From an optimization exercise on the open Yosys and OpenROAD flow, aimed at small area; shortcuts taken in it are not production practice.
No functional check of the RTL was part of this run.

===== flow/run.sh =====
#!/bin/bash
# synth_recipe.tcl (not shown) runs the flow's synth.tcl, then flattens the netlist and writes it again
# the make line also repeats each setting of config.mk as NAME=value (left out here)
make -C /OpenROAD-flow-scripts/flow DESIGN_CONFIG=/design/flow/config.mk WORK_HOME=/design/flow/orfs CLKGATE_MAP_FILE= SYNTH_SCRIPT=/design/flow/synth_recipe.tcl finish

===== flow/config.mk =====
export PLATFORM = sky130hd
export DESIGN_NAME = sprite_quad_vertex_setup
export DESIGN_NICKNAME = sprite_quad_vertex_setup
export VERILOG_FILES = /design/flow/design.v
export SDC_FILE = /design/flow/constraint.sdc
export NUM_CORES = 4
export LEC_CHECK = 0
export CAP_MARGIN = 20
export CORE_MARGIN = 2
export CORE_UTILIZATION = 40
export PLACE_DENSITY = 0.6
export SLEW_MARGIN = 20

===== flow/constraint.sdc =====
create_clock -name core_clock -period 11.0 [get_ports {clk}]
set_input_delay 2.2000 -clock core_clock [delete_from_list [all_inputs] [get_ports {clk}]]
set_output_delay 2.2000 -clock core_clock [all_outputs]
set_load 0.01 [all_outputs]

===== flow/design.v =====
package sqvs_pkg;
  localparam int unsigned CfgIdxW = 3;
  localparam int unsigned QuotW   = 18;
  localparam int unsigned DivW    = 13;
  localparam int unsigned NumW      = 31;
  localparam int unsigned DivBits   = 30;
  localparam int unsigned DivBps    = 3;
  localparam int unsigned DivStages = 10;
  typedef enum logic [CfgIdxW-1:0] {
    REG_MAT_XX  = 3'd0,
    REG_MAT_XY  = 3'd1,
    REG_MAT_YX  = 3'd2,
    REG_MAT_YY  = 3'd3,
    REG_TRANS_X = 3'd4,
    REG_TRANS_Y = 3'd5,
    REG_ATLAS_W = 3'd6,
    REG_ATLAS_H = 3'd7
  } cfg_reg_t;
  localparam logic signed [20:0] PosMin = -21'sd1048576;
  localparam logic signed [20:0] PosMax = 21'sd1048575;
  localparam logic signed [17:0] TexMin = -18'sd131072;
  localparam logic signed [17:0] TexMax = 18'sd131071;
  typedef struct packed {
    logic              mirror;
    logic signed [16:0] xl;
    logic signed [16:0] xr;
    logic signed [16:0] yb;
    logic signed [16:0] yt;
    logic [7:0]         red;
    logic [7:0]         green;
    logic [7:0]         blue;
    logic [7:0]         alpha;
  } quad_t;
  typedef struct packed {
    logic signed [NumW-1:0] sl;
    logic signed [NumW-1:0] sr;
    logic signed [NumW-1:0] tt;
    logic signed [NumW-1:0] tb;
  } tex_num_t;
  typedef struct packed {
    logic signed [17:0] sl;
    logic signed [17:0] sr;
    logic signed [17:0] tt;
    logic signed [17:0] tb;
  } tex_coord_t;
endpackage
module sqvs_xform (
  input  logic               clk,
  input  logic signed [16:0] x,
  input  logic signed [16:0] y,
  input  logic signed [31:0] ax,
  input  logic signed [31:0] ay,
  input  logic signed [31:0] tr,
  output logic signed [20:0] pos
);
  logic signed [48:0] px_r, py_r;
  logic signed [31:0] tr_r;
  logic signed [50:0] sum_r;
  logic signed [34:0] q_r;
  always_ff @(posedge clk) begin
    px_r  <= x * ax;
    py_r  <= y * ay;
    tr_r  <= tr;
    sum_r <= 51'(px_r) + 51'(py_r) + 51'(tr_r);
    q_r   <= 35'((sum_r + (sum_r[50] ? 51'sd65535 : 51'sd0)) >>> 16);
  end
  always_comb begin
    if (q_r > 35'(sqvs_pkg::PosMax))      pos = sqvs_pkg::PosMax;
    else if (q_r < 35'(sqvs_pkg::PosMin)) pos = sqvs_pkg::PosMin;
    else                                  pos = q_r[20:0];
  end
endmodule
module sqvs_div (
  input  logic                                clk,
  input  logic                                rst_n,
  input  logic                                in_vld,
  input  logic signed [sqvs_pkg::NumW-1:0]    num,
  input  logic [sqvs_pkg::DivW-1:0]           den,
  output logic                                out_vld,
  output logic signed [sqvs_pkg::QuotW-1:0]   quo
);
  localparam int unsigned NB  = sqvs_pkg::DivBits;
  localparam int unsigned BPS = sqvs_pkg::DivBps;
  localparam int unsigned NS  = sqvs_pkg::DivStages;
  localparam int unsigned DW  = sqvs_pkg::DivW;
  localparam int unsigned NW  = sqvs_pkg::NumW;
  logic [NB-1:0] mag0;
  logic [DW-1:0] den0;
  assign mag0 = num[NW-1] ? NB'(-num) : NB'(num);
  assign den0 = (den == '0) ? DW'(1) : den;
  logic          vld_r [NS];
  logic [NB-1:0] q_r   [NS];
  logic [DW:0]   rem_r [NS];
  logic [DW-1:0] den_r [NS];
  logic          neg_r [NS];
  for (genvar s = 0; s < NS; s++) begin : g_st
    logic          vld_in, neg_in;
    logic [NB-1:0] q_in, q_nxt;
    logic [DW:0]   r_in, r_nxt;
    logic [DW-1:0] d_in;
    if (s == 0) begin : g_head
      assign vld_in = in_vld;
      assign q_in   = mag0;
      assign r_in   = '0;
      assign d_in   = den0;
      assign neg_in = num[NW-1];
    end else begin : g_tail
      assign vld_in = vld_r[s-1];
      assign q_in   = q_r[s-1];
      assign r_in   = rem_r[s-1];
      assign d_in   = den_r[s-1];
      assign neg_in = neg_r[s-1];
    end
    always_comb begin
      logic [DW+1:0] t;
      q_nxt = q_in;
      r_nxt = r_in;
      for (int b = 0; b < BPS; b++) begin
        t = {r_nxt, q_nxt[NB-1]};
        q_nxt = {q_nxt[NB-2:0], 1'b0};
        if (t >= {2'b0, d_in}) begin
          t = t - {2'b0, d_in};
          q_nxt[0] = 1'b1;
        end
        r_nxt = t[DW:0];
      end
    end
    always_ff @(posedge clk) begin
      if (!rst_n) vld_r[s] <= 1'b0;
      else        vld_r[s] <= vld_in;
      q_r[s]   <= q_nxt;
      rem_r[s] <= r_nxt;
      den_r[s] <= d_in;
      neg_r[s] <= neg_in;
    end
  end
  logic [NB-1:0] q;
  assign q = q_r[NS-1];
  always_comb begin
    if (neg_r[NS-1]) quo = (q > NB'(131072)) ? sqvs_pkg::TexMin : 18'(-$signed({1'b0, q}));
    else             quo = (q > NB'(131071)) ? sqvs_pkg::TexMax : 18'(q);
  end
  assign out_vld = vld_r[NS-1];
endmodule
module sprite_quad_vertex_setup (
  input  logic               clk,
  input  logic               rst_n,
  input  logic               start,
  output logic               busy,
  input  logic               in_func,
  input  logic [11:0]        in_src_x,
  input  logic [11:0]        in_src_y,
  input  logic [12:0]        in_src_w,
  input  logic [12:0]        in_src_h,
  input  logic signed [15:0] in_dst_x,
  input  logic signed [15:0] in_dst_y,
  input  logic signed [15:0] in_dst_w,
  input  logic signed [15:0] in_dst_h,
  input  logic [31:0]        in_color_rgba,
  input  logic               cfg_valid,
  output logic               cfg_ready,
  input  logic [2:0]         cfg_index,
  input  logic [31:0]        cfg_data,
  output logic               out_strobe,
  output logic [1:0]         out_corner,
  output logic signed [20:0] out_screen_x,
  output logic signed [20:0] out_screen_y,
  output logic signed [17:0] out_tex_s,
  output logic signed [17:0] out_tex_t,
  output logic [7:0]         out_red,
  output logic [7:0]         out_green,
  output logic [7:0]         out_blue,
  output logic [7:0]         out_alpha,
  output logic               out_last
);
  localparam int unsigned DivLat = sqvs_pkg::DivStages;
  localparam int unsigned XfLat  = 3;
  logic signed [31:0] mat_xx_r, mat_xy_r, mat_yx_r, mat_yy_r, trans_x_r, trans_y_r;
  logic [12:0]        atlas_w_r, atlas_h_r;
  assign cfg_ready = 1'b1;
  always_ff @(posedge clk) begin
    if (!rst_n) begin
      mat_xx_r <= 32'sd65536; mat_xy_r <= '0; mat_yx_r <= '0; mat_yy_r <= 32'sd65536;
      trans_x_r <= '0; trans_y_r <= '0; atlas_w_r <= 13'd1024; atlas_h_r <= 13'd1024;
    end else if (cfg_valid) begin
      case (cfg_index)
        sqvs_pkg::REG_MAT_XX:  mat_xx_r  <= cfg_data;
        sqvs_pkg::REG_MAT_XY:  mat_xy_r  <= cfg_data;
        sqvs_pkg::REG_MAT_YX:  mat_yx_r  <= cfg_data;
        sqvs_pkg::REG_MAT_YY:  mat_yy_r  <= cfg_data;
        sqvs_pkg::REG_TRANS_X: trans_x_r <= cfg_data;
        sqvs_pkg::REG_TRANS_Y: trans_y_r <= cfg_data;
        sqvs_pkg::REG_ATLAS_W: atlas_w_r <= cfg_data[12:0];
        sqvs_pkg::REG_ATLAS_H: atlas_h_r <= cfg_data[12:0];
        default: ;
      endcase
    end
  end
  logic accept;
  logic [1:0] hold_r, hold_nxt;
  assign busy   = (hold_r != 2'd0);
  assign accept = start && !busy;
  always_comb hold_nxt = accept ? 2'd3 : (busy ? hold_r - 2'd1 : 2'd0);
  always_ff @(posedge clk) begin
    if (!rst_n) hold_r <= '0;
    else        hold_r <= hold_nxt;
  end
  logic                s0_vld_r;
  sqvs_pkg::quad_t     s0_q_r;
  sqvs_pkg::tex_num_t  s0_n_r;
  always_ff @(posedge clk) begin
    if (!rst_n) s0_vld_r <= 1'b0;
    else        s0_vld_r <= accept;
    if (accept) begin
      s0_q_r.mirror <= in_func;
      s0_q_r.xl     <= 17'(in_dst_x);
      s0_q_r.xr     <= 17'(in_dst_x) + 17'(in_dst_w);
      s0_q_r.yb     <= 17'(in_dst_y);
      s0_q_r.yt     <= 17'(in_dst_y) + 17'(in_dst_h);
      s0_q_r.red    <= 8'((16'(in_color_rgba[31:24]) * 16'(in_color_rgba[7:0])) >> 8);
      s0_q_r.green  <= 8'((16'(in_color_rgba[23:16]) * 16'(in_color_rgba[7:0])) >> 8);
      s0_q_r.blue   <= 8'((16'(in_color_rgba[15:8])  * 16'(in_color_rgba[7:0])) >> 8);
      s0_q_r.alpha  <= in_color_rgba[7:0];
      s0_n_r.sl <= $signed({18'b0, in_src_x, 1'b1}) <<< 15;
      s0_n_r.sr <= ($signed({18'b0, in_src_x, 1'b0}) + $signed({17'b0, in_src_w, 1'b0})
                    - 31'sd1) <<< 15;
      s0_n_r.tt <= $signed({18'b0, in_src_y, 1'b1}) <<< 15;
      s0_n_r.tb <= ($signed({18'b0, in_src_y, 1'b0}) + $signed({17'b0, in_src_h, 1'b0})
                    - 31'sd1) <<< 15;
    end
  end
  sqvs_pkg::tex_coord_t tc;
  logic [3:0] dv;
  sqvs_div u_div_sl (.clk, .rst_n, .in_vld(s0_vld_r), .num(s0_n_r.sl), .den(atlas_w_r),
                     .out_vld(dv[0]), .quo(tc.sl));
  sqvs_div u_div_sr (.clk, .rst_n, .in_vld(s0_vld_r), .num(s0_n_r.sr), .den(atlas_w_r),
                     .out_vld(dv[1]), .quo(tc.sr));
  sqvs_div u_div_tt (.clk, .rst_n, .in_vld(s0_vld_r), .num(s0_n_r.tt), .den(atlas_h_r),
                     .out_vld(dv[2]), .quo(tc.tt));
  sqvs_div u_div_tb (.clk, .rst_n, .in_vld(s0_vld_r), .num(s0_n_r.tb), .den(atlas_h_r),
                     .out_vld(dv[3]), .quo(tc.tb));
  logic [100:0] q_dly_r [DivLat];
  always_ff @(posedge clk) begin
    q_dly_r[0] <= s0_q_r;
    for (int i = 1; i < DivLat; i++) q_dly_r[i] <= q_dly_r[i-1];
  end
  sqvs_pkg::quad_t      iq_r;
  sqvs_pkg::tex_coord_t itc_r;
  logic [1:0]           k_r;
  logic                 iss_r;
  always_ff @(posedge clk) begin
    if (!rst_n) begin
      iss_r <= 1'b0; k_r <= '0;
    end else if (dv[0]) begin
      iss_r <= 1'b1; k_r <= '0;
    end else if (iss_r) begin
      k_r <= k_r + 2'd1;
      if (k_r == 2'd3) iss_r <= 1'b0;
    end
    if (dv[0]) begin
      iq_r  <= q_dly_r[DivLat-1];
      itc_r <= tc;
    end
  end
  logic               right, top;
  logic signed [16:0] vx, vy;
  assign right = k_r[0];
  assign top   = k_r[1];
  assign vx = (right ^ iq_r.mirror) ? iq_r.xr : iq_r.xl;
  assign vy = top ? iq_r.yt : iq_r.yb;
  logic signed [20:0] pos_x, pos_y;
  sqvs_xform u_xf_x (.clk, .x(vx), .y(vy), .ax(mat_xx_r), .ay(mat_yx_r), .tr(trans_x_r),
                     .pos(pos_x));
  sqvs_xform u_xf_y (.clk, .x(vx), .y(vy), .ax(mat_xy_r), .ay(mat_yy_r), .tr(trans_y_r),
                     .pos(pos_y));
  logic [XfLat-1:0]   v_dly_r;
  logic [1:0]         k_dly_r  [XfLat];
  logic signed [17:0] s_dly_r  [XfLat];
  logic signed [17:0] t_dly_r  [XfLat];
  logic [31:0]        c_dly_r  [XfLat];
  always_ff @(posedge clk) begin
    if (!rst_n) v_dly_r <= '0;
    else        v_dly_r <= {v_dly_r[XfLat-2:0], iss_r};
    k_dly_r[0] <= k_r;
    s_dly_r[0] <= right ? itc_r.sr : itc_r.sl;
    t_dly_r[0] <= top ? itc_r.tt : itc_r.tb;
    c_dly_r[0] <= {iq_r.red, iq_r.green, iq_r.blue, iq_r.alpha};
    for (int i = 1; i < XfLat; i++) begin
      k_dly_r[i] <= k_dly_r[i-1];
      s_dly_r[i] <= s_dly_r[i-1];
      t_dly_r[i] <= t_dly_r[i-1];
      c_dly_r[i] <= c_dly_r[i-1];
    end
  end
  assign out_strobe   = v_dly_r[XfLat-1];
  assign out_corner   = k_dly_r[XfLat-1];
  assign out_screen_x = pos_x;
  assign out_screen_y = pos_y;
  assign out_tex_s    = s_dly_r[XfLat-1];
  assign out_tex_t    = t_dly_r[XfLat-1];
  assign out_red      = c_dly_r[XfLat-1][31:24];
  assign out_green    = c_dly_r[XfLat-1][23:16];
  assign out_blue     = c_dly_r[XfLat-1][15:8];
  assign out_alpha    = c_dly_r[XfLat-1][7:0];
  assign out_last     = out_strobe && (out_corner == 2'd3);
endmodule

==> run notes <==
-- registers in the layout (all words and copies together) (netlist names), 51 cells and up --
register        count
u_div_sr.q_r      191
u_div_tt.q_r      191
u_div_sr.den_r    117
u_div_tb.den_r    117
u_xf_y.sum_r       51
q_dly_r           990
c_dly_r            96
itc_r              72
t_dly_r            54
u_div_sl.q_r      191
s0_q_r             99
u_div_tb.rem_r    126
u_div_sl.rem_r    126
iq_r               99
u_div_tb.q_r      191
u_div_tt.rem_r    126
u_div_sr.rem_r    126
s_dly_r            54
s0_n_r             54
u_xf_x.sum_r       51
-- kinds of logic (layout without fill, tap and decap cells) --
| group | count (synthesis) | after routing | share of synthesized area |
|---|---|---|---|
| AOI/OAI and AO/OA | 4831 | 4831 | 0.119 |
| xor gates and xnor gates | 1520 | 1520 | 0.0517 |
| adders and majority gates | 4609 | 4609 | 0.293 |
| buffers and inverters | 4270 | 4728 | 0.0627 |
| DFF | 3715 | 3715 | 0.302 |
| muxes | 927 | 927 | 0.0400 |
| other | 2 | 29 | 0.0000292 |
| and+or+nand+nor | 7047 | 7047 | 0.131 |
-- how the worst min path moves through the flow --
| stage | from | end | slack (ns) |
|---|---|---|---|
| 5_1_grt | u_div_sr.q_r[7][17] | u_div_sr.q_r[8][20] | 0.21 |
| 3_5_place_dp | c_dly_r[0][28] | c_dly_r[1][28] | 0.31 |
| 6_report | u_div_sr.q_r[5][6] | u_div_sr.q_r[6][9] | 0.23 |
| 3_3_place_gp | q_dly_r[8][77] | q_dly_r[9][77] | 0.31 |
| 2_1_floorplan | c_dly_r[0][0] | c_dly_r[1][0] | 0.31 |
| 4_1_cts | u_div_sr.q_r[5][6] | u_div_sr.q_r[6][9] | 0.20 |
-- cells in the mapped netlist, types with 33 or more instances --
master / count / share of area
inv_1: 3463 / 0.051
dfxtp_1: 3391 / 0.26
nand2_1: 2704 / 0.039
fa_1: 2365 / 0.18
ha_1: 2244 / 0.11
a21oi_1: 1464 / 0.028
nor2_1: 1274 / 0.019
xnor2_1: 1071 / 0.036
o21ai_0: 980 / 0.019
and2_1: 799 / 0.019
mux2_2: 773 / 0.034
a21o_1: 693 / 0.020
clkbuf_1: 648 / 0.0095
nor2b_1: 548 / 0.013
xor2_1: 449 / 0.015
edfxtp_1: 324 / 0.038
a21boi_0: 309 / 0.0090
nor3_1: 306 / 0.0060
o21a_1: 305 / 0.0089
nand3_1: 294 / 0.0057
nand2b_1: 265 / 0.0064
nand4_1: 242 / 0.0059
o21bai_1: 189 / 0.0055
mux2i_1: 144 / 0.0056
or2_2: 119 / 0.0029
or3_1: 116 / 0.0028
and3_1: 103 / 0.0025
a31oi_1: 102 / 0.0025
a211oi_1: 101 / 0.0029
buf_1: 84 / 0.0012
nor4_1: 84 / 0.0020
o31ai_1: 83 / 0.0024
o211ai_1: 67 / 0.0020
a211o_1: 49 / 0.0017
a221oi_1: 49 / 0.0017
and4_1: 42 / 0.0014
a31o_2: 41 / 0.0014
buf_2: 38 / 0.00074
o311ai_0: 34 / 0.0012
o31a_1: 33 / 0.0011
-- per-layer routing --
metal | vias to the layer above | share of wire
li1 | 89200 | -
met1 | 90600 | 0.46
met2 | 4949 | 0.45
met3 | 1040 | 0.062
met4 | 12 | 0.034
met5 | - | 0.00012
-- worst reg2reg max path, delay by kind of cell, from the launching register on --
kind	cells	cell delay, ns
adders and majority gates	3	1.07
AOI/OAI and AO/OA	14	3.84
and+or+nand+nor	10	2.36
buffers and inverters	2	0.61
muxes	2	0.77
DFF	1	0.58
-- stage by stage --
step                utilization  cells  area, um^2
finish                    0.443  36000      284000
global route              0.443  36000      284000
CTS                       0.443  36000      284000
detailed placement        0.421  35200      270000
global placement          0.421  35200      270000
floorplan                     -  26900      257000
-- cell type report --
cell class	count	area (um^2)	area share
tap	8584	10700	0.0378
antenna	16	40.0	0.000141
timing repair buffer	511	4670	0.0165
multi-input combinational	18900	164000	0.577
sequential	3715	77600	0.273
clock buffer	530	11400	0.0402
inverter	3477	13100	0.0460
clock inverter	210	2460	0.00866
==> impl_metrics.yaml <==
yosys:
  synthesis.area_um2: 257000
  synth-seq-area-share: 0.302
  synth_cells: 26900
  ys_ff_latch: 3715
  ys.flop_type: "dfxtp_1"
  synth_edf_count: 324
  yosys_warnings: 13
  synth_area_per_cell_um2: 9.56
  synthArstFlopShare: 0
  ys_types: 106
placed_design:
  hpwl_mm: 537
  port_buffers: 300
  gp_congestion: 0.915
  place_ws_ns: 1.61
die:
  row_count: 294
  initial_core_util: 0.401
  dieArea_um2: 650000
  core_area_um2: 641000
  ios: 302
  dieWidth_um: 806
  die_height_um: 806
timing:
  finalSetupViolCount: 0
  relSlewSlack: 0.197
  maxSlewViolCount: 0
  min_period_ns: 9.44
  final-hold-violation-count: 0
  fin_crit_sh: 0.859
  rsz0062_at_grt: "no"
  finClkSkew_ns: 0.141
  setup_slack_ns: 1.56
  fin_tns_setup_ns: 0
  timing.fmax_ghz: 0.106
  hold-worst-slack_ns: 0.226
  tightest_slew_ns: 1.20
critical_path:
  rrSetupSlack_ns: 1.56
  crit_path_end_kind: "register"
  worst-r2r-cell-count: 31
  slowest_stage: "nor4bb_4"
  crit_cells: 31
  r2r_end: "u_div_tt.rem_r[1][9]"
  cpMostUsedCell: "a21oi_1"
  crit_fanout: 23
  cp_data_arrival_time_ns: 10.28
  crit_buf_inv: 2
  cpPeakStageDelay_ns: 0.77
  path_class: "reg2reg"
  worst_setup_path_start_kind: "register"
  startpoint: "u_div_tb.den_r[0][1]"
  worstPathRequired_ns: 11.84
  critPathCapture: "u_div_tt.rem_r[1][9]"
  r2r-start: "u_div_tb.den_r[0][1]"
  path_delay_family: "compound AO/OA/AOI/OAI gates"
global_route:
  gr-usage-met2: 0.340
  grt_pass1_wl_mm: 1080
  grt_busiest_layer: "met2"
  grt.total_usage: 0.210
  grt_overflow_total: 0
  met3_usage: 0.0320
  antenna_found_initial: 68
  grt_max_degree: 120
  use_met1: 0.291
  grt_pass1_vias: 188000
drt:
  drt-vias-per-instance: 5.16
  routed-via-count: 186000
  firstDrtPassIters: 8
  drt.antenna.violating_nets: 0
  drc: 0
  drt-total-wl_mm: 693
  wl_per_cell_um: 19.2
  drt_iter0_drc: 12600
cts:
  cts_sinks: 3715
  cts.path.max_buffers: 4
  cts_hold_buf: 0
  cts_tree: "yes"
  clkTransAtPathRegs_ns: 0.06
  clock_latency_ns: 1.06
  cts_max_level: 5
  cts_root_buf: "clkbuf_16"
  cts_setup_buffers: 0
  cts_buffers: 399
  ctsResizeCount: 0
layout:
  final_common_cell: "inv_1"
  final_cell_mix: "inv_1 (3462), dfxtp_1 (3388), nand2_1 (2704), fa_1 (2365), ha_1 (2244)"
  synthToLayoutAreaGrowth_pct: 10.3
  fin_nets: 31800
  layout-drive-gt1-share: 0.0714
  nFillCells: 61000
outcome:
  outcome: "timing/DRC/antenna clean"
worst_hold_path:
  min-delay-path-class: "reg2reg"
  holdPathStages: 0
job:
  cap_violations: 0

==> afterwards: timing with drivers on the ports <==
No port has a modelled driver above. Below, the same layout with a new extraction and two added sets of constraints.
Step 1, drivers: a clkbuf_16 drives clk and a buf_2 each remaining input, both assumed.
Step 2 adds t to the input delays and takes it off the output delays; t is the mean of the earliest and latest rising clock arrival at the registers after step 1. Input paths then give back, and output paths get back, about the clock's delay inside the block.
a / b / c = ideal / step 1 / step 2; a / b = the first two.
shift t [ns]: 1.132
setup WS [ns]: 1.556 / 1.556 / 1.556
worst hold slack (ns): 0.226 / 0.226 / 0.226
worst setup path at the end: register to register
After both steps setup and hold are still met in this run. The setup slack of this run moves by 0.000 ns with the drivers and by 0.000 ns with both steps.
